What follows belongs to an exercise in optimizing a design on an open flow for small area, a short achievable clock period and few clock cycles per item; a production flow would make more cautious choices.
Where RTL was checked, it was by simulation tests only, not by an equivalence proof against the original.
Power figures rest on the tool's default switching activity, not on a simulated workload.

==> flow/design.v <==
package tea_pkg;
    typedef logic [31:0] word_t;
    localparam word_t tea_delta = 32'h9e3779b9;
    function automatic logic [1023:0] sum_table();
        logic [1023:0] t;
        word_t s;
        s = '0;
        for (int j = 0; j < 32; j++) begin
            s = s + tea_delta;
            t[j*32 +: 32] = s;
        end
        sum_table = t;
    endfunction
    localparam logic [1023:0] sum_tab = sum_table();
    function automatic logic [32:0] add32(input word_t a, input word_t b, input logic cin);
        word_t pp, gg, p0, g0, c;
        int    j;
        p0 = a ^ b;
        g0 = a & b;
        pp = p0;
        gg = g0;
        gg[0] = gg[0] | (pp[0] & cin);
        for (int l = 0; l < 5; l++) begin
            for (int i = 31; i >= 0; i--) begin
                if (l == 0 && i == 1) begin
                    gg[i] = g0[1] | ((p0[1] & a[0]) & b[0]) | ((p0[1] & p0[0]) & cin);
                    pp[i] = p0[1] & p0[0];
                end else if (l > 0 && i == (1 << l)) begin
                    gg[i] = g0[i] | (p0[i] & g0[i - 1]) | (p0[i] & p0[i - 1] & gg[i - 2]);
                    pp[i] = p0[i] & p0[i - 1] & pp[i - 2];
                end else if ((i >> l) & 1) begin
                    j = ((i >> l) << l) - 1;
                    gg[i] = gg[i] | (pp[i] & gg[j]);
                    pp[i] = pp[i] & pp[j];
                end
            end
        end
        c = {gg[30:0], cin};
        add32 = {gg[31], p0 ^ c};
    endfunction
endpackage
`timescale 1ns/1ps
module crypt_machine #(
    parameter int data_in_w = 32,
    parameter int rounds    = 32
) (
    input  logic                  clk,
    input  logic                  resetn,
    input  logic [data_in_w-1:0]  data_in,
    input  logic                  go,
    input  logic                  decrypt,
    output logic                  done,
    output tea_pkg::word_t        display
);
    logic            s_load;       
    logic            s_load_rel;   
    logic            s_wait_op;    
    logic            s_run;        
    logic            s_wait_dec;   
    logic            s_wait_clr;   
    logic            s_clr_rel;    
    logic            running;      
    logic [2:0]      widx;
    logic            dec;        
    logic [6:0]      t;          
    tea_pkg::word_t  p, q;
    tea_pkg::word_t  r0, r1, r2, r3;
    tea_pkg::word_t  g;          
    logic            cin;
    tea_pkg::word_t  s;          
    logic start_enc, start_dec, start;
    assign start_enc = s_wait_op && go;
    assign start_dec = (s_wait_op && !go && decrypt) || (s_wait_dec && decrypt);
    assign start     = start_enc || start_dec;
    logic last;
    assign last = running && t[6];
    tea_pkg::word_t nw;
    logic           ovf;
    assign {ovf, nw} = tea_pkg::add32(p, g, cin);
    logic [27:0] a_x, a_y, a_z, a_s, a_c;
    logic [32:0] a_sum;
    assign a_x   = p[27:0];
    assign a_y   = g[27:0];
    assign a_z   = r0[31:4];
    assign a_s   = a_x ^ a_y ^ a_z;
    assign a_c   = (a_x & a_y) | (a_x & a_z) | (a_y & a_z);
    assign a_sum = tea_pkg::add32({4'd0, a_s}, {4'd0, a_c[26:0], cin}, 1'b0);
    tea_pkg::word_t b_s, b_c;
    logic [32:0]    b_sum;
    assign b_s   = p ^ g ^ s;
    assign b_c   = (p & g) | (p & s) | (g & s);
    assign b_sum = tea_pkg::add32(b_s, {b_c[30:0], cin}, 1'b0);
    tea_pkg::word_t c_z, c_s, c_c;
    logic [32:0]    c_sum;
    logic           c27;
    assign c_z   = {r1[26:0], 5'd0};
    assign c_s   = p ^ g ^ c_z;
    assign c_c   = (p & g) | (p & c_z) | (g & c_z);
    assign c_sum = tea_pkg::add32(c_s, {c_c[30:0], cin}, 1'b0);
    assign c27   = ovf ? (c_c[31] && c_sum[32]) : (c_c[31] || c_sum[32]);
    logic [4:0] r1_hi, r1_hi1;
    assign r1_hi  = r1[31:27];
    assign r1_hi1 = r1[31:27] + 5'd1;
    tea_pkg::word_t f_lo, g_nx;
    logic [4:0]     x_hi, g_hi0, g_hi1;
    assign f_lo  = {a_sum[27:0], r0[3:0]} ^ b_sum[31:0] ^ {5'd0, c_sum[31:5]};
    assign x_hi  = f_lo[31:27] ^ {5{dec}};
    assign g_hi0 = (x_hi ^ r1_hi)  & {5{m_n}};
    assign g_hi1 = (x_hi ^ r1_hi1) & {5{m_n}};
    assign g_nx  = {c27 ? g_hi1 : g_hi0, (f_lo[26:0] ^ {27{dec}}) & {27{m_n}}};
    logic       dec_n, m_n;
    assign dec_n = start ? start_dec : (running ? dec : 1'b1);
    assign m_n   = start ? start_dec : (running && (!dec || (t[5:0] != 6'd63)));
    logic [4:0] jh, sidx;
    assign jh   = t[5:1] + {4'd0, dec | t[0]};
    assign sidx = running ? (jh ^ {5{dec}}) : 5'd31;
    always_ff @(posedge clk) begin
        g    <= g_nx;
        cin  <= m_n && dec;
        s    <= start_enc ? tea_pkg::tea_delta : tea_pkg::sum_tab[sidx*32 +: 32];
    end
    logic load_q, load_p;
    assign load_q = s_load && (widx <= 3'd1);
    assign load_p = s_load_rel && (widx == 3'd0);
    logic rot, load_r2, load_r3;
    assign rot     = start || running ||
                     (s_load_rel && !go && ((widx == 3'd3) || (widx == 3'd5)));
    assign load_r2 = s_load && ((widx == 3'd2) || (widx == 3'd4));
    assign load_r3 = s_load && ((widx == 3'd3) || (widx == 3'd5));
    always_ff @(posedge clk) begin
        if (load_q || running || start) begin
            q <= load_q ? data_in : nw;
        end
        if (load_p || running || start) begin
            p <= q;
        end
        if (rot) begin
            r0 <= r2;
            r1 <= r3;
        end
        if (rot || load_r2) begin
            r2 <= load_r2 ? data_in : r0;
        end
        if (rot || load_r3) begin
            r3 <= load_r3 ? data_in : r1;
        end
    end
    logic last_word;
    assign last_word = (widx == 3'd5);
    always_ff @(posedge clk) begin
        if (!resetn) begin
            s_load     <= 1'b1;
            s_load_rel <= 1'b0;
            s_wait_op  <= 1'b0;
            s_run      <= 1'b0;
            s_wait_dec <= 1'b0;
            s_wait_clr <= 1'b0;
            s_clr_rel  <= 1'b0;
            running    <= 1'b0;
            widx       <= '0;
            done       <= 1'b0;
        end else begin
            s_load     <= (s_load && !go) || (s_load_rel && !go && !last_word) ||
                          (s_clr_rel && !go);
            s_load_rel <= (s_load || s_load_rel) && go;
            s_wait_op  <= (s_load_rel && !go && last_word) ||
                          (s_wait_op && !go && !decrypt);
            s_run      <= start || (s_run && !done);
            s_wait_dec <= (s_run && done && !dec) || (s_wait_dec && !decrypt && !go);
            s_wait_clr <= (s_run && done && dec) || (s_wait_clr && !go);
            s_clr_rel  <= (s_wait_dec && !decrypt && go) || ((s_wait_clr || s_clr_rel) && go);
            running    <= start || (running && !t[6]);
            done       <= last;
            if (s_load_rel && !go) begin
                widx <= widx + 3'd1;
            end else if (s_clr_rel && !go) begin
                widx <= '0;
            end
        end
    end
    always_ff @(posedge clk) begin
        dec <= dec_n;
        if (start) begin
            t <= '0;
        end else if (running) begin
            t <= t + 7'd1;
        end
    end
    always_ff @(posedge clk) begin
        if (!resetn || s_clr_rel) begin
            display <= '0;
        end else if (last) begin
            display <= {nw[15:0], q[15:0]};
        end
    end
endmodule
export LEC_CHECK = 0
export CAP_MARGIN = 20
export CORE_MARGIN = 2
export CORE_UTILIZATION = 50
export CTS_CLUSTER_DIAMETER = 100
export CTS_CLUSTER_SIZE = 24
export PLACE_DENSITY = 0.7
export SLEW_MARGIN = 20
create_clock -name core_clock -period 12.0 [get_ports {clk}]
standard.sh (not shown) runs the stock make flow with config.mk's settings and CLKGATE_MAP_FILE= SYNTH_SCRIPT=/design/flow/synth_recipe.tcl, a recipe that flattens the netlist after the stock synthesis.
==> flow/flow/run.sh <==
#!/bin/bash
set -euo pipefail
export SETUP_SLACK_MARGIN=8.2
export BUFFER_PORTS_ARGS="-buffer_cell sky130_fd_sc_hd__buf_4"
bash standard.sh MATCH_CELL_FOOTPRINT=0 finish > standard.log 2>&1
Rerun with:
--- a/flow/design.v
+++ b/flow/design.v
@@ -56,25 +56,30 @@
     logic            s_load_rel;   
     logic            s_wait_op;    
     logic            s_run;        
     logic            s_wait_dec;   
     logic            s_wait_clr;   
     logic            s_clr_rel;    
+    logic            s_start;      
+    logic            op_dec;       
     logic            running;      
     logic [2:0]      widx;
     logic            dec;        
     logic [6:0]      t;          
     tea_pkg::word_t  p, q;
     tea_pkg::word_t  r0, r1, r2, r3;
     tea_pkg::word_t  g;          
     logic            cin;
     tea_pkg::word_t  s;          
+    logic press_enc, press_dec;
+    assign press_enc = s_wait_op && go;
+    assign press_dec = (s_wait_op && !go && decrypt) || (s_wait_dec && decrypt);
     logic start_enc, start_dec, start;
-    assign start_enc = s_wait_op && go;
-    assign start_dec = (s_wait_op && !go && decrypt) || (s_wait_dec && decrypt);
-    assign start     = start_enc || start_dec;
+    assign start     = s_start;
+    assign start_enc = s_start && !op_dec;
+    assign start_dec = s_start && op_dec;
     logic last;
     assign last = running && t[6];
     tea_pkg::word_t nw;
     logic           ovf;
     assign {ovf, nw} = tea_pkg::add32(p, g, cin);
     logic [27:0] a_x, a_y, a_z, a_s, a_c;
@@ -149,12 +154,13 @@
     assign last_word = (widx == 3'd5);
     always_ff @(posedge clk) begin
         if (!resetn) begin
             s_load     <= 1'b1;
             s_load_rel <= 1'b0;
             s_wait_op  <= 1'b0;
+            s_start    <= 1'b0;
             s_run      <= 1'b0;
             s_wait_dec <= 1'b0;
             s_wait_clr <= 1'b0;
             s_clr_rel  <= 1'b0;
             running    <= 1'b0;
             widx       <= '0;
@@ -162,13 +168,14 @@
         end else begin
             s_load     <= (s_load && !go) || (s_load_rel && !go && !last_word) ||
                           (s_clr_rel && !go);
             s_load_rel <= (s_load || s_load_rel) && go;
             s_wait_op  <= (s_load_rel && !go && last_word) ||
                           (s_wait_op && !go && !decrypt);
-            s_run      <= start || (s_run && !done);
+            s_start    <= press_enc || press_dec;
+            s_run      <= s_start || (s_run && !done);
             s_wait_dec <= (s_run && done && !dec) || (s_wait_dec && !decrypt && !go);
             s_wait_clr <= (s_run && done && dec) || (s_wait_clr && !go);
             s_clr_rel  <= (s_wait_dec && !decrypt && go) || ((s_wait_clr || s_clr_rel) && go);
             running    <= start || (running && !t[6]);
             done       <= last;
             if (s_load_rel && !go) begin
@@ -176,12 +183,13 @@
             end else if (s_clr_rel && !go) begin
                 widx <= '0;
             end
         end
     end
     always_ff @(posedge clk) begin
+        op_dec <= press_dec;
         dec <= dec_n;
         if (start) begin
             t <= '0;
         end else if (running) begin
             t <= t + 7'd1;
         end
Outcome: Routed wire length went down by about 4.6%. Setup slack improved by 140 ps. Via count shrinks by 0.48%. Clock-buffer cell count drops by 1. Power fell by about 2%. Register-to-register slack gets better by 200 ps. Clock skew is lower by 21 ps. Flip-flop and latch count grows by 2. Synthesized cell count hardly moves. Maximum frequency rose by about 4%. Area after synthesis climbs by about 0.4%. Sequential share of layout area rises by 0.94 points.
Testbench counts after the change, summed over its fixed seeds: cycles 7,848, ops 96.
Only the layout flow was run in the first run of this note; the RTL was not checked for function there.

==> what the ideal ports hide <==
The results above use ideal ports. As a check the final layouts listed here were re-extracted and re-timed, cells and wires unchanged. Step 1 (the two cells are an assumption about what drives the block):
set clk [get_ports {clk}]
set_driving_cell -lib_cell sky130_fd_sc_hd__clkbuf_16 $clk
set_driving_cell -lib_cell sky130_fd_sc_hd__buf_2 [delete_from_list [all_inputs] $clk]
Step 2 also shifts input and output timing later by t, the mid clock arrival at the registers, as if the neighbouring blocks saw the same clock. Three values: ideal ports, drivers, drivers and shift; two values: the first two.
| run | shift t [ns] | setup slack, ns | worst setup path after step 2 | worst data-port slew with drivers (ns) |
|---|---|---|---|---|
| the first run | 0.580 | 8.153 / 8.153 / 7.794 | input to register | 0.04 |
| the second run | 0.578 | 8.295 / 8.325 / 7.747 | input to register | 0.04 |
After both steps every run listed still meets setup and hold. For the second run, which loses most, drivers alone change the setup slack by +0.030 ns; drivers and shift together by -0.548 ns.
